From an optimization exercise on the open Yosys and OpenROAD flow, aimed at small area, a short achievable clock period and few clock cycles; shortcuts taken in it are not production practice.
At most, simulation tests tie the RTL to the original design; equivalence was not proved.
For runs 1 to 4, only the layout was checked, not whether the RTL still works.
Power figures rest on the tool's default switching activity, not on a simulated workload.

### flow/run.sh
#!/bin/bash
# Standard ORFS layout, with the port buffers made from the smallest plain buffer.
set -euo pipefail
export BUFFER_PORTS_ARGS="-buffer_cell sky130_fd_sc_hd__buf_1"
bash standard.sh > standard_flow.log 2>&1
### standard.sh
#!/bin/bash
# synth_recipe.tcl (not shown) runs the flow's synth.tcl, then flattens the netlist and writes it again
# the make line also repeats each setting of config.mk as NAME=value (left out here)
make -C /OpenROAD-flow-scripts/flow DESIGN_CONFIG=/design/flow/config.mk WORK_HOME=/design/flow/orfs CLKGATE_MAP_FILE= SYNTH_SCRIPT=/design/flow/synth_recipe.tcl "${@:-finish}"
### config.mk
export PLATFORM = sky130hd
export DESIGN_NAME = exu_top
export DESIGN_NICKNAME = exu_top
export VERILOG_FILES = /design/flow/design.v
export SDC_FILE = /design/flow/constraint.sdc
export NUM_CORES = 4
export LEC_CHECK = 0
export CAP_MARGIN = 40
export CORE_MARGIN = 2
export CORE_UTILIZATION = 40
export SETUP_SLACK_MARGIN = 5.0
export SLEW_MARGIN = 40
### constraint.sdc
create_clock -name core_clock -period 9.0 [get_ports {clk}]
set_input_delay 1.8000 -clock core_clock [delete_from_list [all_inputs] [get_ports {clk}]]
set_output_delay 1.8000 -clock core_clock [all_outputs]
set_load 0.01 [all_outputs]
### design.v
`default_nettype none
package isa_pkg;
    localparam int xlen = 32;
    localparam int reg_idx_w = 5;
    localparam int instr_bytes = 4;
    localparam int shamt_w = 5;
endpackage
`default_nettype wire
`default_nettype none
package exu_pkg;
    localparam int dec_op_w = 4;
    typedef enum logic [0:0] {
        unit_rglr = 1'b0,
        unit_brch = 1'b1
    } exu_unit_e;
    typedef enum logic [dec_op_w-1:0] {
        rop_add   = 4'd0,
        rop_sub   = 4'd1,
        rop_and   = 4'd2,
        rop_or    = 4'd3,
        rop_xor   = 4'd4,
        rop_sll   = 4'd5,
        rop_srl   = 4'd6,
        rop_sra   = 4'd7,
        rop_slt   = 4'd8,
        rop_sltu  = 4'd9,
        rop_lui   = 4'd10,
        rop_auipc = 4'd11
    } rglr_op_e;
    typedef enum logic [2:0] {
        bop_beq  = 3'd0,
        bop_bne  = 3'd1,
        bop_blt  = 3'd2,
        bop_bge  = 3'd3,
        bop_bltu = 3'd4,
        bop_bgeu = 3'd5,
        bop_jal  = 3'd6,
        bop_jalr = 3'd7
    } brch_op_e;
    typedef enum logic [3:0] {
        alu_add   = 4'd0,
        alu_sub   = 4'd1,
        alu_and   = 4'd2,
        alu_or    = 4'd3,
        alu_xor   = 4'd4,
        alu_sll   = 4'd5,
        alu_srl   = 4'd6,
        alu_sra   = 4'd7,
        alu_slt   = 4'd8,
        alu_sltu  = 4'd9,
        alu_pass2 = 4'd10
    } alu_op_e;
endpackage
`default_nettype wire
`timescale 1ns/1ps
`default_nettype none
import isa_pkg::*;
import exu_pkg::*;
module exu_top
(
    input  wire logic                 clk,
    input  wire logic                 reset,
    input  wire logic                 dec_op_vld,
    output logic                      dec_op_rdy,
    input  wire logic                 dec_unit,
    input  wire logic [dec_op_w-1:0]  dec_op,
    input  wire logic                 dec_use_imm,
    input  wire logic [reg_idx_w-1:0] dec_rd_idx,
    input  wire logic [xlen-1:0]      dec_pc,
    input  wire logic [xlen-1:0]      dec_imm,
    input  wire logic [xlen-1:0]      rs1_rdata,
    input  wire logic [xlen-1:0]      rs2_rdata,
    output logic                      gpr_wbck_vld,
    input  wire logic                 gpr_wbck_rdy,
    output logic [reg_idx_w-1:0]      gpr_wbck_idx,
    output logic [xlen-1:0]           gpr_wbck_wdata,
    output logic                      pipe_flush_req,
    input  wire logic                 pipe_flush_ack,
    output logic [xlen-1:0]           pipe_flush_pc_op1,
    output logic [xlen-1:0]           pipe_flush_pc_op2
);
    logic            w_free;
    logic            f_free;
    logic            accept;
    logic            is_brch;
    logic            is_jump;
    logic            is_lui;
    logic            is_auipc;
    logic            sel_imm;
    logic            use_pc;
    logic            do_sub;
    logic [xlen-1:0] a;
    logic [xlen-1:0] y;
    logic [xlen-1:0] opa;
    logic [xlen-1:0] opb;
    logic [xlen-1:0] sum;
    logic [xlen-1:0] xor_res;
    logic [xlen-1:0] shf_in;
    logic [xlen-1:0] shf_out;
    logic [xlen-1:0] shf_res;
    logic            shf_fill;
    logic            shf_left;
    logic            lt_s;
    logic            lt_u;
    logic            lt;
    logic            eq;
    logic            taken;
    logic            needs_w;
    logic            use_a;
    logic            sel_and;
    logic            sel_or;
    logic            sel_xor;
    logic            sel_shf;
    logic            sel_slt;
    logic            sel_ltu;
    logic            sel_sum;
    logic [xlen-1:0] res;
    assign w_free = !gpr_wbck_vld || gpr_wbck_rdy;
    assign f_free = !pipe_flush_req || pipe_flush_ack;
    assign dec_op_rdy = (w_free || !needs_w) && (f_free || !is_brch);
    assign accept     = dec_op_vld && dec_op_rdy;
    assign is_brch  = (dec_unit == unit_brch);
    assign is_jump  = is_brch && (dec_op[2:1] == 2'b11);
    assign is_lui   = !is_brch && (dec_op == rop_lui);
    assign is_auipc = !is_brch && (dec_op == rop_auipc);
    assign needs_w  = !is_brch || is_jump;
    assign sel_imm = !is_brch && (dec_use_imm || is_lui || is_auipc);
    assign a       = rs1_rdata;
    assign y       = sel_imm ? dec_imm : rs2_rdata;
    assign use_pc = is_auipc || is_jump;
    assign use_a  = !use_pc && !is_lui;
    assign do_sub = is_brch ? !is_jump : (dec_op == rop_sub || dec_op == rop_slt || dec_op == rop_sltu);
    assign opa    = ({xlen{use_a}} & a) | ({xlen{use_pc}} & dec_pc);
    assign opb    = is_jump ? xlen'(instr_bytes) : (y ^ {xlen{do_sub}});
    always_comb begin
        logic [xlen-1:0] g, p, gg, pp, c;
        g  = opa & opb;
        p  = opa ^ opb;
        gg = g;
        pp = p;
        gg[0] = g[0] | (p[0] & do_sub);
        for (int l = 0; l < 5; l++) begin
            for (int i = 0; i < xlen; i++) begin
                if (((i >> l) & 1) == 1) begin
                    gg[i] = gg[i] | (pp[i] & gg[((i >> l) << l) - 1]);
                    pp[i] = pp[i] & pp[((i >> l) << l) - 1];
                end
            end
        end
        c   = {gg[xlen-2:0], do_sub};
        sum = p ^ c;
    end
    assign lt_s = (a[xlen-1] != y[xlen-1]) ? a[xlen-1] : sum[xlen-1];
    assign lt_u = (a[xlen-1] != y[xlen-1]) ? y[xlen-1] : sum[xlen-1];
    assign xor_res = a ^ y;
    assign eq      = (xor_res == '0);
    always_comb begin
        case (dec_op[2:1])
            2'b00:   lt = eq;
            2'b01:   lt = lt_s;
            2'b10:   lt = lt_u;
            default: lt = 1'b0;
        endcase
        taken = is_jump || (lt ^ dec_op[0]);
    end
    assign shf_left = (dec_op == rop_sll);
    assign shf_fill = (dec_op == rop_sra) && a[xlen-1];
    always_comb begin
        for (int i = 0; i < xlen; i++) shf_in[i] = shf_left ? a[xlen-1-i] : a[i];
    end
    assign shf_out = $signed({shf_fill, shf_in}) >>> y[shamt_w-1:0];
    always_comb begin
        for (int i = 0; i < xlen; i++) shf_res[i] = shf_left ? shf_out[xlen-1-i] : shf_out[i];
    end
    assign sel_and = !is_brch && (dec_op == rop_and);
    assign sel_or  = !is_brch && (dec_op == rop_or);
    assign sel_xor = !is_brch && (dec_op == rop_xor);
    assign sel_shf = !is_brch && (dec_op == rop_sll || dec_op == rop_srl || dec_op == rop_sra);
    assign sel_slt = !is_brch && (dec_op == rop_slt);
    assign sel_ltu = !is_brch && (dec_op == rop_sltu);
    assign sel_sum = !(sel_and || sel_or || sel_xor || sel_shf || sel_slt || sel_ltu);
    assign res = ({xlen{sel_sum}} & sum)
               | ({xlen{sel_and}} & (a & y))
               | ({xlen{sel_or}}  & (a | y))
               | ({xlen{sel_xor}} & xor_res)
               | ({xlen{sel_shf}} & shf_res)
               | xlen'((sel_slt && lt_s) || (sel_ltu && lt_u));
    always_ff @(posedge clk) begin
        if (reset) begin
            gpr_wbck_vld <= 1'b0;
        end else if (w_free) begin
            gpr_wbck_vld <= accept && needs_w;
        end
    end
    always_ff @(posedge clk) begin
        if (w_free) begin
            gpr_wbck_idx   <= dec_rd_idx;
            gpr_wbck_wdata <= res;
        end
    end
    always_ff @(posedge clk) begin
        if (reset) begin
            pipe_flush_req <= 1'b0;
        end else if (f_free) begin
            pipe_flush_req <= accept && is_brch && taken;
        end
    end
    always_ff @(posedge clk) begin
        if (f_free) begin
            pipe_flush_pc_op1 <= (dec_op[0] && is_jump) ? a : dec_pc;
            pipe_flush_pc_op2 <= dec_imm;
        end
    end
endmodule
`default_nettype wire
==> results of run 1 <==
-- what timing repair did --
item | in CTS | in global routing
buffers inserted | 86 | 13
gates cloned | 23 | 1
endpoints found under the setup margin | 34 | 34
pin swaps | 62 | 32
gates resized for setup | 185 | 48
-- flip-flops by register name (all words and copies together) (netlist names) --
name	flops
gpr_wbck_wdata	32
pipe_flush_pc_op2	32
pipe_flush_req	1
pipe_flush_pc_op1	32
gpr_wbck_vld	1
gpr_wbck_idx	5
-- stage by stage --
step	utilization (%)	power, mW
final	55.3	2.29
after global routing	55.3	2.37
after CTS	53.9	2.21
after detailed placement	45.3	1.57
after global placement	45.3	1.57
after floorplan	-	1.25
-- per-layer routing --
| metal | global-route usage [%] | vias to the layer above | part of all wire (%) |
|---|---|---|---|
| met5 | 0 | - | 0 |
| met4 | 21.4 | 0 | 6.7 |
| met3 | 8.34 | 168 | 11 |
| met2 | 54.1 | 825 | 42 |
| met1 | 48.0 | 5572 | 40 |
| li1 | - | 5135 | - |
-- final cells by class --
| cell class | instances | area share, % |
|---|---|---|
| timing repair inverter | 5 | 0.304 |
| sequential | 103 | 21.3 |
| inverter | 86 | 2.76 |
| clock buffer | 9 | 1.56 |
| timing repair buffer | 365 | 15.7 |
| clock inverter | 7 | 0.720 |
| antenna | 2 | 0.0347 |
| multi-input combinational | 952 | 54.7 |
| tap | 335 | 2.91 |
-- placed cells by master, fill, tap and decap left out, types with 15 or more instances in the layout --
cell type / instances
sky130_fd_sc_hd__mux2i_4: 20
sky130_fd_sc_hd__mux2i_1: 60
sky130_fd_sc_hd__mux2_2: 15
sky130_fd_sc_hd__xnor2_1: 30
sky130_fd_sc_hd__xor2_1: 15
sky130_fd_sc_hd__buf_1: 240
sky130_fd_sc_hd__buf_4: 86
sky130_fd_sc_hd__a21oi_1: 61
sky130_fd_sc_hd__nor2_1: 102
sky130_fd_sc_hd__o21ai_0: 57
sky130_fd_sc_hd__nand2_1: 100
sky130_fd_sc_hd__o21ai_1: 17
sky130_fd_sc_hd__o211ai_1: 25
sky130_fd_sc_hd__edfxtp_1: 101
sky130_fd_sc_hd__inv_1: 78
sky130_fd_sc_hd__ha_1: 93
sky130_fd_sc_hd__a222oi_1: 17
sky130_fd_sc_hd__a21oi_2: 29
sky130_fd_sc_hd__a22o_1: 32
sky130_fd_sc_hd__nand3_1: 34
-- report_power, final --
group / switching, mW / total (mW) / internal [mW]
Combinational: 0.705 / 1.16 / 0.459
Clock: 0.209 / 0.458 / 0.249
Sequential: 0.0379 / 0.664 / 0.627
Total: 0.952 / 2.29 / 1.33
-- final timing paths --
kind | from | to | depth (start not counted) | slack, ns
setup / recovery | dec_unit | gpr_wbck_wdata[13]$_DFFE_PP_ | 20 | 3.51
hold / removal | pipe_flush_req$_SDFFE_PP0P_ | gpr_wbck_vld$_SDFFE_PP0P_ | 4 | 0.91
setup reg to reg | pipe_flush_req$_SDFFE_PP0P_ | pipe_flush_req$_SDFFE_PP0P_ | 5 | 6.95
hold reg to reg | pipe_flush_req$_SDFFE_PP0P_ | gpr_wbck_vld$_SDFFE_PP0P_ | 4 | 0.91
-- cell families after synthesis --
logic type / share of synthesized area [%]
XOR/XNOR: 3.88
flip-flops: 28.9
AND/OR/NAND/NOR: 13.6
multiplexers: 11.6
AO/OA/AOI/OAI: 23.1
adder cells (fa/ha/maj): 12.1
buffers and inverters: 6.68
-- Yosys cell counts (all sizes together), types with 6 or more instances --
library cell	number	area share [%]
nand2	112	4.2
nor2	109	3.9
edfxtp	101	29
ha	93	11
mux2i	93	8.9
a21oi	92	4.4
o21ai	89	4.3
inv	86	3.1
clkbuf	42	1.5
buf	37	2.1
nand3	37	1.9
a22o	33	2.7
xnor2	32	2.6
o211ai	26	1.9
mux2	19	2.1
a222oi	17	1.6
xor2	15	1.2
a21o	12	0.85
a22oi	12	0.85
a31oi	12	0.71
a211oi	9	0.64
nor3	9	0.47
nor4	9	0.53
o221ai	9	0.74
a221oi	8	0.72
nand4	7	0.41
fa	6	1.1
-- worst register-to-register path: cells and delay by family (launching register included) --
kind,cells,cell delay [ns]
simple gates,1,0.18
compound gates,2,0.55
flops,1,0.33
buf+inv,2,0.88
==> implementation parameters, run 1 <==
Parameter                              Value

Yosys
  Number of nets produced by synthesis    1452
  Unique masters post-synth    82
  Proportion of synthesized chip area in sequential cells    28.9%
  Most used flip-flop cell after synthesis    sky130_fd_sc_hd__edfxtp_1
  Post-synth ARST share    0%
  Total standard cell area after synthesis    10600 um2
  Syn Inst Count    1209
  Flops & latches, synth    103
  Yosys synthesis warning count    1
  Average cell area after synthesis    8.78 um2
  Number of synthesized flops with an enable pin    101

Hold path
  Worst Hold Class    register to register

Flow run
  Total of max-cap violations    0

Routing
  DRT Wirelength    51700 um
  Drc violations    0
  1st-pass router iterations    6
  Avg WL per Cell    27.7 um
  Via total after detailed routing    11700
  Routed Antenna Nets    0
  Vias per inst    6.28
  Starting DRC count in detailed routing    1579

STA
  Hold Violations, Final    0
  Max-slew headroom at the worst pin    43.9%
  Clock tree skew after final layout    0.00828 ns
  Fin crit period    5.49 ns
  Total Neg Setup Slack    0 ns
  Pins Over Slew Limit    0
  Maximum achievable frequency    0.182 GHz
  Final Cycle Share    61.0%
  Worst slack on hold paths    0.910 ns
  Final setup margin    3.51 ns
  RSZ-0062 raised after global routing    yes
  Final setup viols    0
  Tightest Pin Transition    0.839 ns

Setup path
  Critical Setup Path Class    primary input to register
  CP top delay family    compound AO/OA/AOI/OAI gates
  Count of buffering cells on the critical path with inverters included    4
  Kind of start point of the critical path    primary input
  Slowest cell delay on critical path    0.67 ns
  WP data arrival    5.62 ns
  Cell Chain, Critical Path    buf_12, nand4bb_4, buf_6, nand3_4, nand2_8, inv_16, nor2_4, o21ai_2, fa_2, inv_2, fa_2, a21o_1, nand2_2, o211ai_1, a21oi_2, o21bai_2, xor2_1, a222oi_1, o21ai_1, a21o_1
  Data required time at the worst endpoint    9.13 ns
  Slowest cell on the critical path    sky130_fd_sc_hd__a222oi_1
  Worst Path Max Fanout    5
  CP endpoint kind    register

Placed design
  Instance area after placement    11800 um2
  Placed Cells    1723
  Routability cong.    0.979
  Dpl ws    1.74 ns
  Port-buffer cells    247
  HPWL reported at the end of detailed placement    33400 um

Final layout
  Post-route cell area    14400 um2
  Post-route non-filler standard cell count    1864
  Number of fill cells in the layout    2404
  # nets final    1765
  Sequential standard cell area    3070 um2
  Area used by multi-input combinational logic    7890 um2
  Area Growth Syn to Fin    35.8%
  Fraction of layout instances using a drive strength above 1    22.6%

GRT
  Overall Global Routing Usage    36.3%
  Via count of the first global-routing pass    11500
  Maximum number of pins on one net before global-route repair    65
  Total congestion overflow after global routing    0
  Global-route wire length before repair    75200 um
  Number of antenna violations at the first check in global routing    0

CTS
  CTS tree    yes
  Sink Count    103
  Clock root buffer    sky130_fd_sc_hd__clkbuf_16
  Maximum level of the CTS H-tree    3
  CTS Hold Bufs    0
  Clock latency on the worst-skew pair    0.37 ns
  Clock Path Buffers    2
  Num CTS Buffers    9
  Clock edge transition at the registers on the reported setup and hold paths    0.08 ns

Die
  Die area    27900 um2
  Total number of placement rows    59
  Core area    26100 um2
  Boundary pin count    248
  Width of the chip    167 um
  Chip height    167 um
  Starting density of the core    40.7%

Run status
  Status  no timing/DRC/antenna violations

Power and ir drop
  Worst vdd rail ir drop    0.000106 V
  Power Density    159 nW/um2
  Leak    5.95 nW
==> inputs of run 2 (changes only) <==
--- a/config.mk
+++ b/config.mk
@@ -8,5 +8,5 @@
 export CAP_MARGIN = 40
 export CORE_MARGIN = 2
 export CORE_UTILIZATION = 40
-export SETUP_SLACK_MARGIN = 5.0
+export SETUP_SLACK_MARGIN = 3.6
 export SLEW_MARGIN = 40
==> run 2 against run 1 <==
Effect of this change:
- still clean
- setup slack got worse by 0.021 ns
- core utilization decreased by 2.1 points
- final cell count decreased by 1.7%
- non-clock buffer count decreased by 22
- fmax decreased by 0.37%
- sequential power decreased by 0.6%
- combinational power decreased by 6%
- clock skew increased by 0.014 ns
- clock power decreased by 3%
- sequential cell count unchanged
- synthesized area unchanged
- worst hold slack got worse by 0.074 ns
- critical endpoint is now gpr_wbck_wdata[17]$_DFFE_PP_
- largest cell class unchanged
- highest routed layer is now met5
==> implementation parameters, run 2 <==
Parameter                              Value

Run status
  Status  no timing/DRC/antenna violations

Die
  Boundary pin count    248 (unchanged)
  Chip height    167 um (unchanged)
  Die area    27900 um2 (unchanged)
  Width of the chip    167 um (unchanged)
  Core area    26100 um2 (unchanged)
  Total number of placement rows    59 (unchanged)
  Starting density of the core    40.7% (unchanged)

Yosys
  Flops & latches, synth    103 (unchanged)
  Unique masters post-synth    82 (unchanged)
  Syn Inst Count    1209 (unchanged)
  Most used flip-flop cell after synthesis    sky130_fd_sc_hd__edfxtp_1
  Number of synthesized flops with an enable pin    101 (unchanged)
  Yosys synthesis warning count    1 (unchanged)
  Total standard cell area after synthesis    10600 um2 (unchanged)
  Leading post-synthesis cells by instance count    sky130_fd_sc_hd__nand2_1, sky130_fd_sc_hd__nor2_1, sky130_fd_sc_hd__edfxtp_1
  Proportion of synthesized chip area in sequential cells    28.9% (unchanged)
  Average cell area after synthesis    8.78 um2 (unchanged)
  Post-synth ARST share    0% (unchanged)
  Fraction of post-synthesis cell area in the top cell type by area    28.6% (unchanged)
  Number of nets produced by synthesis    1452 (unchanged)
  Library cell with the largest summed area after synthesis    sky130_fd_sc_hd__edfxtp_1
  Top cells by area, synth    sky130_fd_sc_hd__edfxtp_1, sky130_fd_sc_hd__ha_1, sky130_fd_sc_hd__mux2i_1

GRT
  Total congestion overflow after global routing    0 (unchanged)
  Overall Global Routing Usage    32.2% (-4.1 points)
  Maximum number of pins on one net before global-route repair    65 (unchanged)
  Global-route wire length before repair    67200 um (-11%)
  Via count of the first global-routing pass    10600 (-8.2%)
  Number of antenna violations at the first check in global routing    1 (+1)

Routing
  Vias per inst    6.11 (-2.7%)
  Top metal layer carrying routed signals    met5
  Routed Antenna Nets    0 (unchanged)
  Avg WL per Cell    25.8 um (-7.1%)
  Met1 routed wirelength after detailed routing    19000 um (-7.5%)
  Metal3 WL    4720 um (-19%)
  Starting DRC count in detailed routing    1285 (-19%)
  Drc violations    0 (unchanged)
  Met2 wire len    20900 um (-4.0%)
  DRT Wirelength    47200 um (-8.7%)
  1st-pass router iterations    7 (+1)
  Via total after detailed routing    11200 (-4.4%)

STA
  Final setup viols    0 (unchanged)
  Total Neg Setup Slack    0 ns (unchanged)
  RSZ-0062 raised after global routing    yes
  Maximum achievable frequency    0.181 GHz (-0.37%)
  Max-slew headroom at the worst pin    44.9% (+1.0 points)
  Final Cycle Share    61.3% (+0.23 points)
  Hold Violations, Final    0 (unchanged)
  Fin crit period    5.51 ns (+0.0205 ns)
  Pins Over Slew Limit    0 (unchanged)
  Clock tree skew after final layout    0.0224 ns (+0.0141 ns)
  Tightest Pin Transition    0.824 ns (-0.0158 ns)
  Final setup margin    3.49 ns (-0.0205 ns)

CTS
  Num CTS Buffers    9 (unchanged)
  Clock root buffer    sky130_fd_sc_hd__clkbuf_16
  Clock Path Buffers    2 (unchanged)
  Clock latency on the worst-skew pair    0.38 ns (about the same)
  Sink Count    103 (unchanged)
  Clock edge transition at the registers on the reported setup and hold paths    0.10 ns (+0.02 ns)
  CTS Hold Bufs    0 (unchanged)
  CTS tree    yes
  Maximum level of the CTS H-tree    3 (unchanged)

Setup path
  Worst Path Max Fanout    11 (+6)
  CP endpoint kind    register
  Slowest cell on the critical path    sky130_fd_sc_hd__a222oi_1
  Kind of start point of the critical path    primary input
  Instance count on the critical path    18 (-10%)
  R2r worst-path depth    5 (unchanged)
  WP data arrival    5.62 ns (about the same)
  Most used cell along the critical path    sky130_fd_sc_hd__fa_2
  CP top delay family    compound AO/OA/AOI/OAI gates
  Critical Setup Path Class    primary input to register
  Count of buffering cells on the critical path with inverters included    4 (unchanged)
  Cell Chain, Critical Path    clkbuf_16, buf_4, nand3_2, nand2_2, fa_2, inv_2, fa_2, a21o_1, nand2_2, o211ai_1, a21oi_2, buf_6, o21ai_4, a21oi_2, fa_2, xnor2_2, a222oi_1, o221ai_1
  Slowest cell delay on critical path    0.45 ns (-0.22 ns)
  Data required time at the worst endpoint    9.10 ns (-0.03 ns)

Placed design
  Placed Cells    1729 (+0.35%)
  Port-buffer cells    247 (unchanged)
  HPWL reported at the end of detailed placement    32900 um (-1.6%)
  Dpl ws    1.71 ns (-0.0342 ns)
  Routability cong.    1.00 (+2.4%)

Final layout
  Number of fill cells in the layout    2484 (+3.3%)
  Commonest cells after routing, fill and taps aside    sky130_fd_sc_hd__buf_1, sky130_fd_sc_hd__nand2_1, sky130_fd_sc_hd__nor2_1
  Fraction of layout instances using a drive strength above 1    17.8% (-4.8 points)
  Post-route non-filler standard cell count    1832 (-1.7%)
  Area Growth Syn to Fin    30.5%
  # nets final    1735 (-1.7%)
  Largest registers    gpr_wbck_wdata x32, pipe_flush_pc_op1 x32, pipe_flush_pc_op2 x32
  Ant. Diodes    0 (-2)
  Leading cell type in the layout, fill and taps excluded    sky130_fd_sc_hd__buf_1

Hold path
  Number of cells traversed by the worst hold path    2 (-2)
  Worst Hold Class    register to register

Power and ir drop
  Power Density    158 nW/um2 (-0.12%)
  Power after layout    2.20 mW (-4.0%)
  Leak    5.71 nW (-4.0%)
  Worst vdd rail ir drop    0.0000881 V (-17%)

Flow run
  Total of max-cap violations    0 (unchanged)
## run 2: final cells by class
type                       instances  area (um2)  area share, %
multi-input combinational        945        7650           55.2
sequential                       103        3070           22.2
timing repair buffer             343        1960           14.2
tap                              335         419           3.03
inverter                          86         407           2.93
clock buffer                       9         225           1.63
clock inverter                     7        86.3          0.623
timing repair inverter             4        35.0          0.253
## run 2: where the power goes
group	switching, mW	internal, mW
registers	0.0335	0.626
clock network	0.219	0.223
logic	0.665	0.429
## run 2: worst paths after layout
path	start	end	slack [ns]
max	dec_op[2]	gpr_wbck_wdata[17]$_DFFE_PP_	3.49
min	pipe_flush_req$_SDFFE_PP0P_	pipe_flush_pc_op2[1]$_DFFE_PP_	0.84
max reg2reg	pipe_flush_req$_SDFFE_PP0P_	pipe_flush_req$_SDFFE_PP0P_	7.03
min reg2reg	pipe_flush_req$_SDFFE_PP0P_	pipe_flush_pc_op2[1]$_DFFE_PP_	0.84
## run 2: cell families (layout without fill, tap and decap cells)
logic type                 count (synthesis)  count (layout)  share of synthesized area (%)
muxes                                    115             118                           11.6
and+or+nand+nor                          316             317                           13.6
adders and majority gates                 99              99                           12.1
buffers and inverters                    165             449                           6.68
AOI/OAI and AO/OA                        364             364                           23.1
DFF                                      103             103                           28.9
xor gates and xnor gates                  47              47                           3.88
## run 2: per-layer routing
layer / up-vias / global-route usage [%]
met2: 650 / 50.0
met3: 105 / 6.32
met4: 2 / 15.1
met5: - / 0
li1: 5062 / -
met1: 5367 / 43.1
## run 2: worst min-delay path, cell delays in order, from the launching register on
cell and delay [ns]:
sky130_fd_sc_hd__dfxtp_1 0.32, sky130_fd_sc_hd__nor2b_1 0.16, sky130_fd_sc_hd__inv_2 0.20
## run 2: timing repair
action                     CTS  global route
hold endpoints to repair     0             0
gates cloned                10             3
buffers inserted            31            43
resized for setup          116            67
setup endpoints to repair   31            23
pin swaps                   31            50
## run 2: metrics by stage
step	utilization [%]	hold slack (ns)	instance area, um2
2_1_floorplan	-	0.795	10700
3_3_place_gp	45.2	0.830	11800
3_5_place_dp	45.3	0.824	11800
4_1_cts	49.9	0.830	13000
5_1_grt	53.2	0.861	13900
6_report	53.2	0.836	13900
==> inputs of run 3 (changes only) <==
--- a/design.v
+++ b/design.v
@@ -114,6 +114,12 @@
     logic            sel_slt;
     logic            sel_ltu;
     logic            sel_sum;
+    logic [xlen-1:0] gen;
+    logic [xlen-1:0] prp;
+    logic [xlen-1:0] cry;
+    logic [xlen-1:0] other;
+    logic [xlen-1:0] res_c0;
+    logic [xlen-1:0] res_c1;
     logic [xlen-1:0] res;
     assign w_free = !gpr_wbck_vld || gpr_wbck_rdy;
     assign f_free = !pipe_flush_req || pipe_flush_ack;
@@ -130,15 +136,14 @@
     assign use_pc = is_auipc || is_jump;
     assign use_a  = !use_pc && !is_lui;
     assign do_sub = is_brch ? !is_jump : (dec_op == rop_sub || dec_op == rop_slt || dec_op == rop_sltu);
-    assign opa    = ({xlen{use_a}} & a) | ({xlen{use_pc}} & dec_pc);
-    assign opb    = is_jump ? xlen'(instr_bytes) : (y ^ {xlen{do_sub}});
-    always_comb begin
-        logic [xlen-1:0] g, p, gg, pp, c;
-        g  = opa & opb;
-        p  = opa ^ opb;
-        gg = g;
-        pp = p;
-        gg[0] = g[0] | (p[0] & do_sub);
+    assign opa    = ({xlen{use_a}} & (a ^ {xlen{do_sub}})) | ({xlen{use_pc}} & dec_pc);
+    assign opb    = is_jump ? xlen'(instr_bytes) : y;
+    always_comb begin
+        logic [xlen-1:0] gg, pp;
+        gen = opa & opb;
+        prp = opa ^ opb;
+        gg  = gen;
+        pp  = prp;
         for (int l = 0; l < 5; l++) begin
             for (int i = 0; i < xlen; i++) begin
                 if (((i >> l) & 1) == 1) begin
@@ -147,9 +152,9 @@
                 end
             end
         end
-        c   = {gg[xlen-2:0], do_sub};
-        sum = p ^ c;
-    end
+        cry = {gg[xlen-2:0], 1'b0};
+    end
+    assign sum = prp ^ cry ^ {xlen{do_sub}};
     assign lt_s = (a[xlen-1] != y[xlen-1]) ? a[xlen-1] : sum[xlen-1];
     assign lt_u = (a[xlen-1] != y[xlen-1]) ? y[xlen-1] : sum[xlen-1];
     assign xor_res = a ^ y;
@@ -179,12 +184,16 @@
     assign sel_slt = !is_brch && (dec_op == rop_slt);
     assign sel_ltu = !is_brch && (dec_op == rop_sltu);
     assign sel_sum = !(sel_and || sel_or || sel_xor || sel_shf || sel_slt || sel_ltu);
-    assign res = ({xlen{sel_sum}} & sum)
-               | ({xlen{sel_and}} & (a & y))
-               | ({xlen{sel_or}}  & (a | y))
-               | ({xlen{sel_xor}} & xor_res)
-               | ({xlen{sel_shf}} & shf_res)
-               | xlen'((sel_slt && lt_s) || (sel_ltu && lt_u));
+    assign other = ({xlen{sel_and}} & (a & y))
+                 | ({xlen{sel_or}}  & (a | y))
+                 | ({xlen{sel_xor}} & xor_res)
+                 | ({xlen{sel_shf}} & shf_res)
+                 | xlen'((sel_slt && lt_s) || (sel_ltu && lt_u));
+    assign res_c0 = sel_sum ? (prp ^ {xlen{do_sub}}) : other;
+    assign res_c1 = sel_sum ? ~(prp ^ {xlen{do_sub}}) : other;
+    always_comb begin
+        for (int i = 0; i < xlen; i++) res[i] = cry[i] ? res_c1[i] : res_c0[i];
+    end
     always_ff @(posedge clk) begin
         if (reset) begin
             gpr_wbck_vld <= 1'b0;
--- a/config.mk
+++ b/config.mk
@@ -8,5 +8,6 @@
 export CAP_MARGIN = 40
 export CORE_MARGIN = 2
 export CORE_UTILIZATION = 40
-export SETUP_SLACK_MARGIN = 3.6
+export SETUP_SLACK_MARGIN = 4.5
 export SLEW_MARGIN = 40
+export TNS_END_PERCENT = 10
==> run 3 against run 2 <==
Effect of this change:
- first-iteration DRC count decreased by 5.4%
- global-route usage grew 1.9 points
- worst hold slack lost 0.069 ns
- largest power group unchanged
- synthesized area grew 1.3%
- final cell count rose by 1.5%
==> implementation parameters, run 3 <==
Parameter                              Value

Run status
  Status  no timing/DRC/antenna violations

Final layout
  Leading cell type in the layout, fill and taps excluded    sky130_fd_sc_hd__buf_1
  Largest registers    gpr_wbck_wdata x32, pipe_flush_pc_op1 x32, pipe_flush_pc_op2 x32
  Fraction of layout instances using a drive strength above 1    14.6% (-3.2 points)
  Ant. Diodes    0 (unchanged)
  Area Growth Syn to Fin    29.0%
  Post-route cell area    13900 um2 (+0.11%)
  Commonest cells after routing, fill and taps aside    sky130_fd_sc_hd__buf_1, sky130_fd_sc_hd__nor2_1, sky130_fd_sc_hd__edfxtp_1
  Core Util, Final    52.0% (-1.1 points)
  # nets final    1754 (+1.1%)

Die
  Starting density of the core    40.3% (-0.40 points)
  Die area    28200 um2 (+1.2%)
  Core area    26700 um2 (+2.3%)
  Boundary pin count    248 (unchanged)
  Width of the chip    168 um (+0.62%)
  Chip height    168 um (+0.62%)
  Total number of placement rows    60 (+1.7%)

Routing
  Drc violations    0 (unchanged)
  Avg WL per Cell    26.2 um (+1.8%)
  DRT Wirelength    48800 um (+3.4%)
  Starting DRC count in detailed routing    1216 (-5.4%)
  1st-pass router iterations    8 (+1)
  Via total after detailed routing    11500 (+2.8%)
  Routed Antenna Nets    0 (unchanged)
  Vias per inst    6.18 (+1.3%)

Setup path
  Cell Chain, Critical Path    buf_12, clkinvlp_4, nand3_4, nand2_1, nand2_2, buf_12, nor2_4, buf_12, a22o_1, ha_4, a21oi_1, o21ai_2, a221oi_4, a31oi_4, a21o_1, a31oi_4, xor2_2, buf_4, buf_4, o211ai_1
  Kind of start point of the critical path    primary input
  Critical Setup Path Class    primary input to register
  Most used cell along the critical path    sky130_fd_sc_hd__buf_12
  Slowest cell delay on critical path    0.39 ns (-0.06 ns)
  Worst Path Max Fanout    11 (unchanged)
  Data required time at the worst endpoint    9.08 ns (-0.02 ns)
  Slowest cell on the critical path    sky130_fd_sc_hd__a221oi_4
  CP endpoint kind    register
  WP data arrival    5.41 ns (-0.21 ns)

STA
  Clock tree skew after final layout    0.0136 ns (-0.00879 ns)
  Hold Violations, Final    0 (unchanged)
  Final Cycle Share    59.3% (-2.0 points)
  Max-slew headroom at the worst pin    41.3% (-3.7 points)
  Fin crit period    5.33 ns (-0.180 ns)
  Maximum achievable frequency    0.187 GHz (+3.4%)
  Final setup margin    3.67 ns (+0.180 ns)
  RSZ-0062 raised after global routing    yes
  Pins Over Slew Limit    0 (unchanged)
  Total Neg Setup Slack    0 ns (unchanged)
  Tightest Pin Transition    0.881 ns (+0.0574 ns)
  Final setup viols    0 (unchanged)

CTS
  Maximum level of the CTS H-tree    3 (unchanged)
  CTS Hold Bufs    0 (unchanged)
  Clock Path Buffers    2 (unchanged)
  Clock edge transition at the registers on the reported setup and hold paths    0.08 ns (-0.02 ns)
  Clock latency on the worst-skew pair    0.38 ns (about the same)
  CTS tree    yes
  Clock root buffer    sky130_fd_sc_hd__clkbuf_16
  Sink Count    103 (unchanged)
  Num CTS Buffers    9 (unchanged)

Yosys
  Most used flip-flop cell after synthesis    sky130_fd_sc_hd__edfxtp_1
  Fraction of post-synthesis cell area in the top cell type by area    28.2% (-0.36 points)
  Number of nets produced by synthesis    1483 (+2.1%)
  Total standard cell area after synthesis    10800 um2 (+1.3%)
  Unique masters post-synth    68 (-17%)
  Library cell with the largest summed area after synthesis    sky130_fd_sc_hd__edfxtp_1
  Syn Inst Count    1244 (+2.9%)
  Post-synth ARST share    0% (unchanged)
  Top cells by area, synth    sky130_fd_sc_hd__edfxtp_1, sky130_fd_sc_hd__ha_1, sky130_fd_sc_hd__mux2i_1
  Flops & latches, synth    103 (unchanged)
  Leading post-synthesis cells by instance count    sky130_fd_sc_hd__nor2_1, sky130_fd_sc_hd__a21oi_1, sky130_fd_sc_hd__edfxtp_1
  Dominant cell by count in the synthesized netlist    sky130_fd_sc_hd__nor2_1
  Average cell area after synthesis    8.64 um2 (-1.6%)
  Yosys synthesis warning count    1 (unchanged)
  Proportion of synthesized chip area in sequential cells    28.6% (-0.36 points)
  Number of synthesized flops with an enable pin    101 (unchanged)

GRT
  Number of antenna violations at the first check in global routing    0 (-1)
  Maximum number of pins on one net before global-route repair    76 (+17%)
  Via count of the first global-routing pass    11300 (+6.6%)
  Overall Global Routing Usage    34.1% (+1.9 points)
  Total congestion overflow after global routing    0 (unchanged)
  Global-route wire length before repair    71700 um (+6.7%)

Power and ir drop
  Power Density    163 nW/um2 (+2.8%)
  Worst vdd rail ir drop    0.000101 V (+15%)
  Power after layout    2.26 mW (+2.9%)
  Leak    5.76 nW (+0.81%)

Placed design
  Routability cong.    0.995 (-0.71%)
  Dpl ws    1.68 ns (-0.0265 ns)
  Instance area after placement    12100 um2 (+2.6%)
  Port-buffer cells    247 (unchanged)
  HPWL reported at the end of detailed placement    34900 um (+6.4%)

Hold path
  Worst Hold Class    register to register

Flow run
  Total of max-cap violations    0 (unchanged)
[run 3: critical path: cells and delay by family]
kind	cells	cell delay [ns]
and+or+nand+nor	4	0.43
buffers and inverters	6	0.86
AOI/OAI and AO/OA	8	1.79
adders and majority gates	1	0.24
xor gates and xnor gates	1	0.26
[run 3: layer usage]
layer  track usage [%]  up-vias  share of wire, %  routed length (um)
met5                 0        -                 0                   0
met4              17.4        0               5.8                2820
met3              6.02      130               9.1                4460
met2              55.5      712                45               22100
met1              43.5     5534                40               19400
li1                  -     5124                 -                   -
[run 3: per-stage QoR]
step                      cells  hold WS (ns)
after floorplan            1244         0.807
after global placement     1766         0.740
after detailed placement   1768         0.727
after CTS                  1853         0.759
after global routing       1860         0.802
final                      1860         0.767
[run 3: cell families after synthesis]
logic type / share of synthesized area [%]
buffers and inverters: 6.35
AND/OR/NAND/NOR: 12.4
XOR/XNOR: 7.66
flip-flops: 28.6
AO/OA/AOI/OAI: 22.8
adder cells (fa/ha/maj): 11.1
multiplexers: 11.1
[run 3: final timing paths]
kind / startpoint / end / slack [ns] / depth (start not counted)
min reg2reg: pipe_flush_req$_SDFFE_PP0P_ / pipe_flush_pc_op2[3]$_DFFE_PP_ / 0.77 / 2
max: dec_unit / gpr_wbck_wdata[31]$_DFFE_PP_ / 3.67 / 20
min: pipe_flush_req$_SDFFE_PP0P_ / pipe_flush_pc_op2[3]$_DFFE_PP_ / 0.77 / 2
max reg2reg: pipe_flush_req$_SDFFE_PP0P_ / pipe_flush_pc_op2[27]$_DFFE_PP_ / 7.44 / 3
[run 3: power breakdown]
part	switching [mW]	total [mW]	internal [mW]
combinational	0.702	1.18	0.473
clock	0.217	0.408	0.192
sequential	0.0378	0.676	0.639
[run 3: what timing repair did]
item                                    4_1_cts  5_1_grt
gates resized for setup                     122       26
setup buffers                                59        7
gates cloned                                 11        0
endpoints found under the setup margin       34       33
pin swaps                                    30       19
[run 3: area by class of cell]
cell class	instances	area, um2
repair inverters	2	17.5
well taps	341	427
repair buffers	338	1980
multi-input cells	981	7730
clock buffers	9	225
clock inverters	6	53.8
inverters	80	360
flip-flops and latches	103	3070
fillers	2515	12800
==> inputs of run 4 (changes only) <==
--- a/config.mk
+++ b/config.mk
@@ -10,4 +10,4 @@
 export CORE_UTILIZATION = 40
 export SETUP_SLACK_MARGIN = 4.5
 export SLEW_MARGIN = 40
-export TNS_END_PERCENT = 10
+export TNS_END_PERCENT = 0
==> run 4 against run 3 <==
Effect of this change:
- combinational power hardly changed
- critical path depth decreased by 1
- count of clock-buffer cells in the layout unchanged
- power decreased by 0.65%
- clock skew increased by 0.0070 ns
- synthesized area unchanged
- worst hold slack got worse by 0.0024 ns
- sequential share of layout area up 0.19 points
- die area unchanged
==> implementation parameters, run 4 <==
Parameter                              Value

Die
  Total number of placement rows    60 (unchanged)
  Width of the chip    168 um (unchanged)
  Chip height    168 um (unchanged)
  Starting density of the core    40.3% (unchanged)
  Die area    28200 um2 (unchanged)
  Boundary pin count    248 (unchanged)
  Core area    26700 um2 (unchanged)

Final layout
  Fraction of layout instances using a drive strength above 1    14.0% (-0.65 points)
  Core Util, Final    51.6% (-0.43 points)
  Leading cell type in the layout, fill and taps excluded    sky130_fd_sc_hd__buf_1
  Commonest cells after routing, fill and taps aside    sky130_fd_sc_hd__buf_1, sky130_fd_sc_hd__nor2_1, sky130_fd_sc_hd__a21oi_1
  Largest registers    gpr_wbck_wdata x32, pipe_flush_pc_op1 x32, pipe_flush_pc_op2 x32
  Number of fill cells in the layout    2499 (-0.64%)
  Area Growth Syn to Fin    28.0%
  # nets final    1745 (-0.51%)
  Post-route non-filler standard cell count    1852 (-0.43%)
  Ant. Diodes    0 (unchanged)

Routing
  Via total after detailed routing    11400 (-0.96%)
  Starting DRC count in detailed routing    1344 (+11%)
  Routed Antenna Nets    0 (unchanged)
  Avg WL per Cell    25.9 um (-1.4%)
  Drc violations    0 (unchanged)
  Vias per inst    6.15 (-0.53%)
  1st-pass router iterations    9 (+1)
  DRT Wirelength    47900 um (-1.8%)

STA
  RSZ-0062 raised after global routing    yes
  Tightest Pin Transition    0.922 ns (+0.0412 ns)
  Max-slew headroom at the worst pin    38.5% (-2.7 points)
  Clock tree skew after final layout    0.0206 ns (+0.00698 ns)
  Maximum achievable frequency    0.193 GHz (+2.9%)
  Final setup viols    0 (unchanged)
  Total Neg Setup Slack    0 ns (unchanged)
  Fin crit period    5.19 ns (-0.149 ns)
  Pins Over Slew Limit    0 (unchanged)
  Hold Violations, Final    0 (unchanged)
  Final Cycle Share    57.6% (-1.7 points)
  Worst slack on hold paths    0.765 ns (-0.00236 ns)

Yosys
  Library cell with the largest summed area after synthesis    sky130_fd_sc_hd__edfxtp_1
  Dominant cell by count in the synthesized netlist    sky130_fd_sc_hd__nor2_1
  Proportion of synthesized chip area in sequential cells    28.6% (unchanged)
  Fraction of post-synthesis cell area in the top cell type by area    28.2% (unchanged)
  Most used flip-flop cell after synthesis    sky130_fd_sc_hd__edfxtp_1
  Total standard cell area after synthesis    10800 um2 (unchanged)
  Unique masters post-synth    68 (unchanged)
  Top cells by area, synth    sky130_fd_sc_hd__edfxtp_1, sky130_fd_sc_hd__ha_1, sky130_fd_sc_hd__mux2i_1
  Number of synthesized flops with an enable pin    101 (unchanged)
  Yosys synthesis warning count    1 (unchanged)
  Post-synth ARST share    0% (unchanged)
  Flops & latches, synth    103 (unchanged)
  Number of nets produced by synthesis    1483 (unchanged)
  Leading post-synthesis cells by instance count    sky130_fd_sc_hd__nor2_1, sky130_fd_sc_hd__a21oi_1, sky130_fd_sc_hd__edfxtp_1
  Average cell area after synthesis    8.64 um2 (unchanged)
  Syn Inst Count    1244 (unchanged)

Power and ir drop
  Power after layout    2.25 mW (-0.65%)
  Leak    5.72 nW (-0.64%)
  Power Density    163 nW/um2 (+0.18%)
  Worst vdd rail ir drop    0.000120 V (+18%)

Placed design
  Placed Cells    1764 (-0.23%)
  Port-buffer cells    247 (unchanged)
  Routability cong.    1.05 (+5.6%)
  HPWL reported at the end of detailed placement    34100 um (-2.4%)

Hold path
  Start point of the worst min-delay path    pipe_flush_req$_SDFFE_PP0P_
  Sink of the worst hold path    pipe_flush_pc_op2[1]$_DFFE_PP_
  Number of cells traversed by the worst hold path    2 (unchanged)
  Worst Hold Class    register to register

Setup path
  Kind of start point of the critical path    primary input
  Setup slack of the most critical reg-to-reg path    7.40 ns (-0.04 ns)
  Data required time at the worst endpoint    9.09 ns (about the same)
  Critical Setup Path Class    primary input to register
  Reg-to-reg critical path endpoint    pipe_flush_pc_op1[23]$_DFFE_PP_
  R2r worst-path depth    4 (+1)
  CP endpoint kind    register
  Worst Path Max Fanout    8 (-3)
  WP data arrival    5.28 ns (-0.13 ns)
  Reg2Reg Launch Point    pipe_flush_req$_SDFFE_PP0P_

CTS
  CTS tree    yes
  CTS Hold Bufs    0 (unchanged)
  Clock root buffer    sky130_fd_sc_hd__clkbuf_16
  Clock latency on the worst-skew pair    0.38 ns (about the same)
  Maximum level of the CTS H-tree    3 (unchanged)
  Clock edge transition at the registers on the reported setup and hold paths    0.09 ns (about the same)
  Num CTS Buffers    9 (unchanged)
  Clock Path Buffers    2 (unchanged)
  Sink Count    103 (unchanged)

GRT
  Number of antenna violations at the first check in global routing    2 (+2)
  Via count of the first global-routing pass    11000 (-2.1%)
  Overall Global Routing Usage    33.3% (-0.76 points)
  Total congestion overflow after global routing    0 (unchanged)
  Global-route wire length before repair    70000 um (-2.4%)
  Maximum number of pins on one net before global-route repair    73 (-3.9%)

Run status
  Status  no timing/DRC/antenna violations

Flow run
  Total of max-cap violations    0 (unchanged)
==> run 4: cell counts after synthesis <==
No cell type changed its count.
==> run 4: routing by layer <==
metal	GRT usage (%)	up-vias	part of all wire (%)	wire length, um
li1	-	5098	-	-
met3	7.19	134	9.6	4620
met4	18.6	4	5.8	2800
met5	0	-	0.058	28
met1	42.9	5469	40	19300
met2	52.1	685	44	21200
==> run 4: power by group <==
group	total (mW)	internal (mW)	switching, mW	leakage (nW)
Clock	0.418	0.195	0.222	0.141
Sequential	0.673	0.638	0.0348	1.09
Combinational	1.15	0.457	0.697	4.49
==> run 4: what timing repair did <==
item / 4_1_cts / 5_1_grt
setup endpoints to repair: 34 / 34
gates cloned: 13 / 1
buffers inserted: 50 / 7
endpoints found under the hold margin: 0 / 0
resized for setup: 114 / 20
pin swaps: 33 / 24
==> run 4: worst max-delay path: stages <==
cell and delay, ns:
sky130_fd_sc_hd__buf_12 0.12, sky130_fd_sc_hd__nand3b_4 0.16, sky130_fd_sc_hd__a21oi_4 0.21, sky130_fd_sc_hd__buf_12 0.19
sky130_fd_sc_hd__buf_16 0.18, sky130_fd_sc_hd__mux2i_4 0.26, sky130_fd_sc_hd__nor2_1 0.06, sky130_fd_sc_hd__ha_1 0.33
sky130_fd_sc_hd__a21oi_2 0.16, sky130_fd_sc_hd__o21ai_2 0.08, sky130_fd_sc_hd__a221oi_2 0.26, sky130_fd_sc_hd__buf_4 0.18
sky130_fd_sc_hd__buf_4 0.11, sky130_fd_sc_hd__nand2_2 0.07, sky130_fd_sc_hd__o21a_1 0.20, sky130_fd_sc_hd__a21o_1 0.19
sky130_fd_sc_hd__xnor2_1 0.13, sky130_fd_sc_hd__a222oi_1 0.35, sky130_fd_sc_hd__o211ai_1 0.22
==> run 4: kinds of logic after synthesis <==
family,share of synthesized area (%)
xor+xnor,7.66
buf+inv,6.35
simple gates,12.4
flops,28.6
mux,11.1
fa+ha+maj,11.1
compound gates,22.8
==> run 4: per-stage QoR <==
| stage | instance area [um2] | worst slack, ns |
|---|---|---|
| final | 13800 | 3.81 |
| after global routing | 13800 | 3.70 |
| after CTS | 13600 | 3.86 |
| after detailed placement | 12000 | 2.00 |
| after global placement | 12000 | 1.76 |
| after floorplan | 11000 | 3.69 |
==> run 4: layout make-up <==
type / instances / area, um2 / area share (%)
clock buffers: 9 / 225 / 1.64
clock inverters: 7 / 63.8 / 0.464
inverters: 80 / 364 / 2.65
multi-input cells: 981 / 7660 / 55.7
flip-flops and latches: 103 / 3070 / 22.3
well taps: 341 / 427 / 3.10
repair buffers: 328 / 1910 / 13.9
repair inverters: 3 / 26.3 / 0.191
==> run 4: worst max-delay path by stage <==
stage,slack (ns),end,depth (start not counted),from
global route,3.70,pipe_flush_req$_SDFFE_PP0P_,18,dec_op[2]
global placement,1.76,pipe_flush_req$_SDFFE_PP0P_,18,dec_op[1]
detailed placement,2.00,pipe_flush_req$_SDFFE_PP0P_,18,dec_unit
CTS,3.86,pipe_flush_req$_SDFFE_PP0P_,18,dec_op[2]
floorplan,3.69,pipe_flush_req$_SDFFE_PP0P_,20,dec_op[3]
finish,3.81,gpr_wbck_wdata[17]$_DFFE_PP_,19,dec_op[2]
==> inputs of run 5 (changes only) <==
--- a/design.v
+++ b/design.v
@@ -110,7 +110,8 @@
     logic            sel_and;
     logic            sel_or;
     logic            sel_xor;
-    logic            sel_shf;
+    logic            sel_sll;
+    logic            sel_shr;
     logic            sel_slt;
     logic            sel_ltu;
     logic            sel_sum;
@@ -175,19 +176,20 @@
     end
     assign shf_out = $signed({shf_fill, shf_in}) >>> y[shamt_w-1:0];
     always_comb begin
-        for (int i = 0; i < xlen; i++) shf_res[i] = shf_left ? shf_out[xlen-1-i] : shf_out[i];
+        for (int i = 0; i < xlen; i++) shf_res[i] = shf_out[xlen-1-i];
     end
     assign sel_and = !is_brch && (dec_op == rop_and);
     assign sel_or  = !is_brch && (dec_op == rop_or);
     assign sel_xor = !is_brch && (dec_op == rop_xor);
-    assign sel_shf = !is_brch && (dec_op == rop_sll || dec_op == rop_srl || dec_op == rop_sra);
+    assign sel_sll = !is_brch && (dec_op == rop_sll);
+    assign sel_shr = !is_brch && (dec_op == rop_srl || dec_op == rop_sra);
     assign sel_slt = !is_brch && (dec_op == rop_slt);
     assign sel_ltu = !is_brch && (dec_op == rop_sltu);
-    assign sel_sum = !(sel_and || sel_or || sel_xor || sel_shf || sel_slt || sel_ltu);
-    assign other = ({xlen{sel_and}} & (a & y))
-                 | ({xlen{sel_or}}  & (a | y))
-                 | ({xlen{sel_xor}} & xor_res)
-                 | ({xlen{sel_shf}} & shf_res)
+    assign sel_sum = !(sel_and || sel_or || sel_xor || sel_sll || sel_shr || sel_slt || sel_ltu);
+    assign other = ({xlen{sel_and || sel_or}}  & (a & y))
+                 | ({xlen{sel_or || sel_xor}}  & xor_res)
+                 | ({xlen{sel_sll}} & shf_res)
+                 | ({xlen{sel_shr}} & shf_out)
                  | xlen'((sel_slt && lt_s) || (sel_ltu && lt_u));
     assign res_c0 = sel_sum ? (prp ^ {xlen{do_sub}}) : other;
     assign res_c1 = sel_sum ? ~(prp ^ {xlen{do_sub}}) : other;
--- a/config.mk
+++ b/config.mk
@@ -10,4 +10,4 @@
 export CORE_UTILIZATION = 40
 export SETUP_SLACK_MARGIN = 4.5
 export SLEW_MARGIN = 40
-export TNS_END_PERCENT = 0
+export TNS_END_PERCENT = 10
==> run 5 against run 4 <==
Effect of this change:
- power shrank 4.3%
- via count shrank 14%
- sequential share of layout area grew 1.9 points
- routed wire length shrank 13%
- register-to-register slack lost 0.25 ns
- fmax shrank 0.72%
- still clean on timing, DRC and antenna
- global-route usage shrank 2.4 points
- sequential cell count is the same
- non-clock buffer count grew 11
- clock power shrank 4%
==> implementation parameters, run 5 <==
Parameter                              Value

Run status
  Status  no timing/DRC/antenna violations

Final layout
  Number of fill cells in the layout    2262 (-9.5%)
  Largest registers    gpr_wbck_wdata x32, pipe_flush_pc_op1 x32, pipe_flush_pc_op2 x32
  Post-route cell area    12700 um2 (-7.9%)
  Leading cell type in the layout, fill and taps excluded    sky130_fd_sc_hd__buf_1
  Area Growth Syn to Fin    26.3%
  Commonest cells after routing, fill and taps aside    sky130_fd_sc_hd__buf_1, sky130_fd_sc_hd__edfxtp_1, sky130_fd_sc_hd__mux2i_1
  Fraction of layout instances using a drive strength above 1    20.5% (+6.5 points)
  Sequential standard cell area    3070 um2 (unchanged)
  Area used by multi-input combinational logic    6990 um2 (-8.8%)
  # nets final    1485 (-15%)
  Ant. Diodes    0 (unchanged)

Routing
  Avg WL per Cell    26.0 um (+0.65%)
  Met1 routed wirelength after detailed routing    17800 um (-7.8%)
  Routed Antenna Nets    0 (unchanged)
  Starting DRC count in detailed routing    1046 (-22%)
  1st-pass router iterations    6 (-3)
  DRT Wirelength    41800 um (-13%)
  Met2 wire len    19000 um (-10%)
  Via total after detailed routing    9823 (-14%)
  Top metal layer carrying routed signals    met4
  Drc violations    0 (unchanged)
  Metal3 WL    3270 um (-29%)
  Vias per inst    6.11 (-0.61%)

Setup path
  Slowest cell on the critical path    sky130_fd_sc_hd__a311o_2
  WP data arrival    5.31 ns (+0.03 ns)
  CP endpoint kind    register
  Worst Path Max Fanout    7 (-1)
  Count of buffering cells on the critical path with inverters included    5 (unchanged)
  Slowest cell delay on critical path    0.46 ns (+0.11 ns)
  Kind of start point of the critical path    primary input
  Cell Chain, Critical Path    buf_12, nand3b_4, a21oi_4, buf_6, buf_12, buf_12, mux2_4, nor2b_4, ha_4, nand4_1, nor2_4, nand3_2, a311o_2, buf_4, o21ai_4, a41o_1, o311a_1, xnor2_1, o221ai_1
  CP top delay family    compound AO/OA/AOI/OAI gates
  Most used cell along the critical path    sky130_fd_sc_hd__buf_12
  Data required time at the worst endpoint    9.09 ns (about the same)
  Critical Setup Path Class    primary input to register

STA
  Hold Violations, Final    0 (unchanged)
  Clock tree skew after final layout    0.00894 ns (-0.0117 ns)
  Worst slack on hold paths    0.841 ns (+0.0767 ns)
  Fin crit period    5.22 ns (+0.0378 ns)
  Total Neg Setup Slack    0 ns (unchanged)
  Maximum achievable frequency    0.191 GHz (-0.72%)
  RSZ-0062 raised after global routing    yes
  Max-slew headroom at the worst pin    39.7% (+1.2 points)
  Tightest Pin Transition    0.905 ns (-0.0176 ns)
  Final Cycle Share    58.0% (+0.42 points)
  Final setup viols    0 (unchanged)
  Pins Over Slew Limit    0 (unchanged)

Yosys
  Yosys synthesis warning count    1 (unchanged)
  Unique masters post-synth    76 (+12%)
  Number of synthesized flops with an enable pin    101 (unchanged)
  Top cells by area, synth    sky130_fd_sc_hd__edfxtp_1, sky130_fd_sc_hd__mux2i_1, sky130_fd_sc_hd__mux2_2
  Fraction of post-synthesis cell area in the top cell type by area    30.2% (+2.0 points)
  Total standard cell area after synthesis    10000 um2 (-6.7%)
  Most used flip-flop cell after synthesis    sky130_fd_sc_hd__edfxtp_1
  Leading post-synthesis cells by instance count    sky130_fd_sc_hd__edfxtp_1, sky130_fd_sc_hd__mux2i_1, sky130_fd_sc_hd__mux2_2
  Syn Inst Count    997 (-20%)
  Dominant cell by count in the synthesized netlist    sky130_fd_sc_hd__edfxtp_1
  Flops & latches, synth    103 (unchanged)
  Average cell area after synthesis    10.1 um2 (+16%)
  Post-synth ARST share    0% (unchanged)
  Proportion of synthesized chip area in sequential cells    30.6% (+2.1 points)
  Number of nets produced by synthesis    1204 (-19%)
  Library cell with the largest summed area after synthesis    sky130_fd_sc_hd__edfxtp_1

CTS
  Clock Path Buffers    2 (unchanged)
  Num CTS Buffers    9 (unchanged)
  CTS tree    yes
  Clock root buffer    sky130_fd_sc_hd__clkbuf_16
  Maximum level of the CTS H-tree    3 (unchanged)
  Clock latency on the worst-skew pair    0.37 ns (about the same)
  Sink Count    103 (unchanged)
  Clock edge transition at the registers on the reported setup and hold paths    0.08 ns (about the same)

Die
  Boundary pin count    248 (unchanged)
  Die area    26400 um2 (-6.6%)
  Total number of placement rows    57 (-5.0%)
  Width of the chip    162 um (-3.3%)
  Starting density of the core    41.0% (+0.66 points)
  Core area    24500 um2 (-8.2%)
  Chip height    162 um (-3.3%)

Power and ir drop
  Power Density    170 nW/um2 (+3.9%)
  Power after layout    2.15 mW (-4.3%)
  Worst vdd rail ir drop    0.0000933 V (-22%)
  Leak    4.93 nW (-14%)

GRT
  Via count of the first global-routing pass    9286 (-16%)
  Total congestion overflow after global routing    0 (unchanged)
  Overall Global Routing Usage    31.0% (-2.4 points)
  Maximum number of pins on one net before global-route repair    55 (-25%)
  Global-route wire length before repair    60500 um (-14%)
  Number of antenna violations at the first check in global routing    0 (-2)

Placed design
  Port-buffer cells    247 (unchanged)
  Instance area after placement    11300 um2 (-5.8%)
  HPWL reported at the end of detailed placement    30300 um (-11%)
  Routability cong.    1.01 (-3.8%)

Flow run
  Total of max-cap violations    0 (unchanged)

Hold path
  Worst Hold Class    register to register
## run 5: cell count changes after synthesis, sizes merged, moves of 30 or more
cell and delta:
a21oi -66, nor2b +30, nand2 -46, inv -60, nor2 -100, mux2 +61
ha -32
## run 5: kinds of logic after synthesis
group	after synthesis	synth area share, %
multiplexers	170	18.6
AO/OA/AOI/OAI	268	19.8
buffers and inverters	91	4.30
XOR/XNOR	96	8.38
adder cells (fa/ha/maj)	63	7.86
flip-flops	103	30.6
AND/OR/NAND/NOR	206	10.4
## run 5: repair_timing
| action | 4_1_cts | 5_1_grt |
|---|---|---|
| gates cloned | 5 | 0 |
| endpoints found under the setup margin | 34 | 34 |
| endpoints found under the hold margin | 0 | 0 |
| pin swaps | 34 | 29 |
| setup buffers | 45 | 17 |
| hold buffers | 0 | 0 |
| gates resized for setup | 67 | 20 |
## run 5: cell type report
| class | instances | share of cell area, % |
|---|---|---|
| inverters | 20 | 0.642 |
| flip-flops and latches | 103 | 24.3 |
| repair buffers | 339 | 14.5 |
| well taps | 324 | 3.20 |
| clock buffers | 10 | 1.81 |
| multi-input cells | 805 | 55.2 |
| clock inverters | 6 | 0.405 |
## run 5: metrics by stage
stage / utilization [%] / setup slack [ns] / instances
2_1_floorplan: - / 3.80 / 997
3_3_place_gp: 46.4 / 2.27 / 1524
3_5_place_dp: 46.4 / 2.05 / 1524
4_1_cts: 50.8 / 3.85 / 1590
5_1_grt: 51.8 / 3.66 / 1607
6_report: 51.8 / 3.78 / 1607
## run 5: metal layers
layer | track usage, % | up-vias
li1 | - | 4454
met1 | 42.8 | 4764
met2 | 49.1 | 529
met3 | 4.00 | 76
met4 | 12.8 | 0
met5 | 0 | -
## run 5: worst paths after layout
| check | start | to | cells after the start | slack, ns |
|---|---|---|---|---|
| worst max-delay path | dec_op[2] | gpr_wbck_wdata[29]$_DFFE_PP_ | 19 | 3.78 |
| worst min-delay path | pipe_flush_req$_SDFFE_PP0P_ | pipe_flush_req$_SDFFE_PP0P_ | 3 | 0.84 |
| worst max register to register | pipe_flush_req$_SDFFE_PP0P_ | pipe_flush_pc_op1[25]$_DFFE_PP_ | 3 | 7.15 |
| worst min register to register | pipe_flush_req$_SDFFE_PP0P_ | pipe_flush_req$_SDFFE_PP0P_ | 3 | 0.84 |
## run 5: report_power, final
part	internal, mW	switching [mW]
Sequential	0.634	0.0408
Combinational	0.451	0.622
Clock	0.194	0.206
Total	1.28	0.869
## run 5: worst reg2reg max path, stage by stage, from the launching register on
cell	delay, ns
sky130_fd_sc_hd__dfxtp_1	0.31
sky130_fd_sc_hd__nor2b_1	0.17
sky130_fd_sc_hd__inv_2	0.27
sky130_fd_sc_hd__buf_4	0.62
Testbench counts of run 5, summed over its fixed seeds: cycles 17,772.
==> inputs of run 6 (changes only) <==
--- a/config.mk
+++ b/config.mk
@@ -8,6 +8,6 @@
 export CAP_MARGIN = 40
 export CORE_MARGIN = 2
 export CORE_UTILIZATION = 40
-export SETUP_SLACK_MARGIN = 4.5
+export SETUP_SLACK_MARGIN = 4.0
 export SLEW_MARGIN = 40
-export TNS_END_PERCENT = 10
+export TNS_END_PERCENT = 0
==> run 6 against run 5 <==
Effect of this change:
- clock power up 7.2%
- sequential power down 0.6%
- sequential share of layout area about the same
- core utilization up 0.097 points
- via count down 0.15%
- largest cell class unchanged
- first-iteration DRC count up 0.29%
- critical path type unchanged
- routed wire length up 0.98%
- power up 1.1%
- die area unchanged
- clock skew up 0.0061 ns
- worst hold slack better by 0.068 ns
- fmax up 0.11%
==> implementation parameters, run 6 <==
Parameter                              Value

GRT
  Maximum number of pins on one net before global-route repair    55 (unchanged)
  Number of antenna violations at the first check in global routing    0 (unchanged)
  Overall Global Routing Usage    30.1% (-0.89 points)
  Via count of the first global-routing pass    9121 (-1.8%)
  Global-route wire length before repair    58900 um (-2.6%)
  Total congestion overflow after global routing    0 (unchanged)

CTS
  Clock edge transition at the registers on the reported setup and hold paths    0.08 ns (about the same)
  Maximum level of the CTS H-tree    3 (unchanged)
  Clock Path Buffers    2 (unchanged)
  Clock latency on the worst-skew pair    0.37 ns (about the same)
  Num CTS Buffers    9 (unchanged)
  Sink Count    103 (unchanged)
  Clock root buffer    sky130_fd_sc_hd__clkbuf_16
  CTS tree    yes
  CTS Hold Bufs    0 (unchanged)

Yosys
  Total standard cell area after synthesis    10000 um2 (unchanged)
  Flops & latches, synth    103 (unchanged)
  Unique masters post-synth    76 (unchanged)
  Proportion of synthesized chip area in sequential cells    30.6% (unchanged)
  Number of nets produced by synthesis    1204 (unchanged)
  Post-synth ARST share    0% (unchanged)
  Syn Inst Count    997 (unchanged)
  Number of synthesized flops with an enable pin    101 (unchanged)
  Top cells by area, synth    sky130_fd_sc_hd__edfxtp_1, sky130_fd_sc_hd__mux2i_1, sky130_fd_sc_hd__mux2_2
  Leading post-synthesis cells by instance count    sky130_fd_sc_hd__edfxtp_1, sky130_fd_sc_hd__mux2i_1, sky130_fd_sc_hd__mux2_2
  Fraction of post-synthesis cell area in the top cell type by area    30.2% (unchanged)
  Average cell area after synthesis    10.1 um2 (unchanged)
  Most used flip-flop cell after synthesis    sky130_fd_sc_hd__edfxtp_1
  Yosys synthesis warning count    1 (unchanged)
  Dominant cell by count in the synthesized netlist    sky130_fd_sc_hd__edfxtp_1
  Library cell with the largest summed area after synthesis    sky130_fd_sc_hd__edfxtp_1

Placed design
  Port-buffer cells    247 (unchanged)
  Routability cong.    1.02 (+0.57%)
  Instance area after placement    11300 um2 (about the same)
  Placed Cells    1522 (-0.13%)
  HPWL reported at the end of detailed placement    30700 um (+1.2%)

Final layout
  Largest registers    gpr_wbck_wdata x32, pipe_flush_pc_op1 x32, pipe_flush_pc_op2 x32
  Post-route non-filler standard cell count    1599 (-0.50%)
  Sequential standard cell area    3070 um2 (unchanged)
  Area Growth Syn to Fin    26.6%
  Area used by multi-input combinational logic    6990 um2 (about the same)
  Number of fill cells in the layout    2273 (+0.49%)
  Leading cell type in the layout, fill and taps excluded    sky130_fd_sc_hd__buf_1
  Fraction of layout instances using a drive strength above 1    20.3% (-0.17 points)
  Commonest cells after routing, fill and taps aside    sky130_fd_sc_hd__buf_1, sky130_fd_sc_hd__edfxtp_1, sky130_fd_sc_hd__mux2i_1
  Post-route cell area    12700 um2 (+0.19%)
  # nets final    1477 (-0.54%)

Die
  Die area    26400 um2 (unchanged)
  Core area    24500 um2 (unchanged)
  Boundary pin count    248 (unchanged)
  Starting density of the core    41.0% (unchanged)
  Total number of placement rows    57 (unchanged)
  Chip height    162 um (unchanged)
  Width of the chip    162 um (unchanged)

STA
  Maximum achievable frequency    0.192 GHz (+0.11%)
  RSZ-0062 raised after global routing    yes
  Final setup viols    0 (unchanged)
  Max-slew headroom at the worst pin    50.0% (+10 points)
  Total Neg Setup Slack    0 ns (unchanged)
  Hold Violations, Final    0 (unchanged)
  Final Cycle Share    58.0% (-0.064 points)
  Tightest Pin Transition    0.749 ns (-0.155 ns)
  Worst slack on hold paths    0.909 ns (+0.0680 ns)
  Clock tree skew after final layout    0.0150 ns (+0.00609 ns)
  Fin crit period    5.22 ns (-0.00574 ns)
  Pins Over Slew Limit    0 (unchanged)

Routing
  Routed Antenna Nets    0 (unchanged)
  Vias per inst    6.13 (+0.35%)
  DRT Wirelength    42200 um (+0.98%)
  Via total after detailed routing    9808 (-0.15%)
  Drc violations    0 (unchanged)
  Avg WL per Cell    26.4 um (+1.5%)
  Starting DRC count in detailed routing    1049 (+0.29%)
  1st-pass router iterations    8 (+2)

Setup path
  CP endpoint kind    register
  Slowest cell on the critical path    sky130_fd_sc_hd__mux2i_1
  WP data arrival    5.39 ns (+0.08 ns)
  Data required time at the worst endpoint    9.17 ns (+0.08 ns)
  Critical Setup Path Class    primary input to register
  Slowest cell delay on critical path    0.52 ns (+0.06 ns)
  Worst Path Max Fanout    30 (+23)
  Kind of start point of the critical path    primary input
  Most used cell along the critical path    sky130_fd_sc_hd__buf_12
  Cell Chain, Critical Path    buf_12, nand3b_4, a21oi_4, buf_6, buf_12, mux2i_4, buf_12, buf_4, inv_4, mux2_2, mux2i_1, mux2i_1, a22oi_1, nand4_1, a31oi_1

Power and ir drop
  Power Density    171 nW/um2 (+0.88%)
  Worst vdd rail ir drop    0.000121 V (+30%)
  Leak    4.91 nW (-0.43%)

Flow run
  Total of max-cap violations    0 (unchanged)

Hold path
  Worst Hold Class    register to register

Run status
  Status  no timing/DRC/antenna violations
[run 6: changes by cell type in the layout (fill, tap and decap cells not counted), sizes merged]
cell,change
nand2,-2
diode,+1
bufinv,+1
clkbuf,+4
clkinvlp,+1
inv,-1
clkinv,-1
buf,-11
[run 6: worst max-delay path: cells and delay by family]
kind,cells,cell delay (ns)
buffers and inverters,6,1.03
and+or+nand+nor,2,0.37
AOI/OAI and AO/OA,3,0.83
muxes,4,1.32
[run 6: report_power, final]
part | leakage, nW | internal (mW) | switching (mW)
Sequential | 1.08 | 0.634 | 0.0374
Clock | 0.149 | 0.221 | 0.209
Combinational | 3.68 | 0.445 | 0.625
[run 6: metrics by stage]
stage	power, mW	utilization, %	setup WS [ns]
global route	2.26	51.9	3.65
finish	2.17	51.9	3.78
floorplan	1.30	-	3.80
CTS	2.07	48.5	3.73
detailed placement	1.62	46.4	2.08
global placement	1.62	46.3	2.12
[run 6: cell type report]
| cell class | instances | area share, % |
|---|---|---|
| Clock buffer | 9 | 1.77 |
| Antenna cell | 1 | 0.0197 |
| Multi-Input combinational cell | 803 | 55.1 |
| Timing Repair Buffer | 333 | 14.4 |
| Clock inverter | 6 | 0.601 |
| Sequential cell | 103 | 24.2 |
| Tap cell | 324 | 3.19 |
| Inverter | 20 | 0.720 |
[run 6: path summary, 6_finish.rpt]
check / startpoint / endpoint / slack [ns] / cells after the start
worst max-delay path: dec_op[2] / gpr_wbck_wdata[4]$_DFFE_PP_ / 3.78 / 15
worst min register to register: pipe_flush_req$_SDFFE_PP0P_ / pipe_flush_req$_SDFFE_PP0P_ / 0.91 / 3
worst min-delay path: pipe_flush_req$_SDFFE_PP0P_ / pipe_flush_req$_SDFFE_PP0P_ / 0.91 / 3
worst max register to register: pipe_flush_req$_SDFFE_PP0P_ / pipe_flush_req$_SDFFE_PP0P_ / 7.10 / 5
[run 6: per-layer routing]
metal  vias to the layer above  GRT usage [%]  share of wire [%]
met1                      4786           42.0                 43
met2                       512           45.9                 45
met5                         -              0                  0
met4                         0           12.3                3.9
met3                        90           5.60                8.1
li1                       4420              -                  -
[run 6: kinds of logic (layout without fill, tap and decap cells)]
family	Yosys count	after routing	synth area share [%]
AOI/OAI and AO/OA	268	268	19.8
xor gates and xnor gates	96	96	8.38
adders and majority gates	63	63	7.86
buffers and inverters	91	368	4.30
DFF	103	103	30.6
muxes	170	170	18.6
other	0	1	0
and+or+nand+nor	206	206	10.4
[run 6: what timing repair did]
action / CTS / global route
resized for setup: 32 / 69
buffers inserted: 6 / 47
endpoints found under the setup margin: 33 / 32
pin swaps: 6 / 30
cloned: 2 / 6

static timing again, ports no longer ideal:
The flow's constraints put no driver on any port. The routed layouts listed below were extracted and timed again, unchanged, in two steps.
Step 1 assumes that a clkbuf_16 drives the clock port and a buf_2 every other input.
Step 2, shift: input delay + t, output delay - t, t = (earliest + latest rising clock arrival at the registers) / 2. This alone moves slack from input paths to output paths.
Slacks: ideal / step 1 / step 2; pairs: ideal / step 1.
run | shift t [ns] | setup slack, ns
run 1 | 0.413 | 3.506 / 3.457 / 3.044
run 2 | 0.415 | 3.485 / 3.457 / 3.041
run 3 | 0.416 | 3.665 / 3.647 / 3.231
run 4 | 0.416 | 3.815 / 3.812 / 3.395
run 5 | 0.411 | 3.777 / 3.774 / 3.363
run 6 | 0.408 | 3.782 / 3.780 / 3.371
After both steps setup and hold are still met in every run listed.
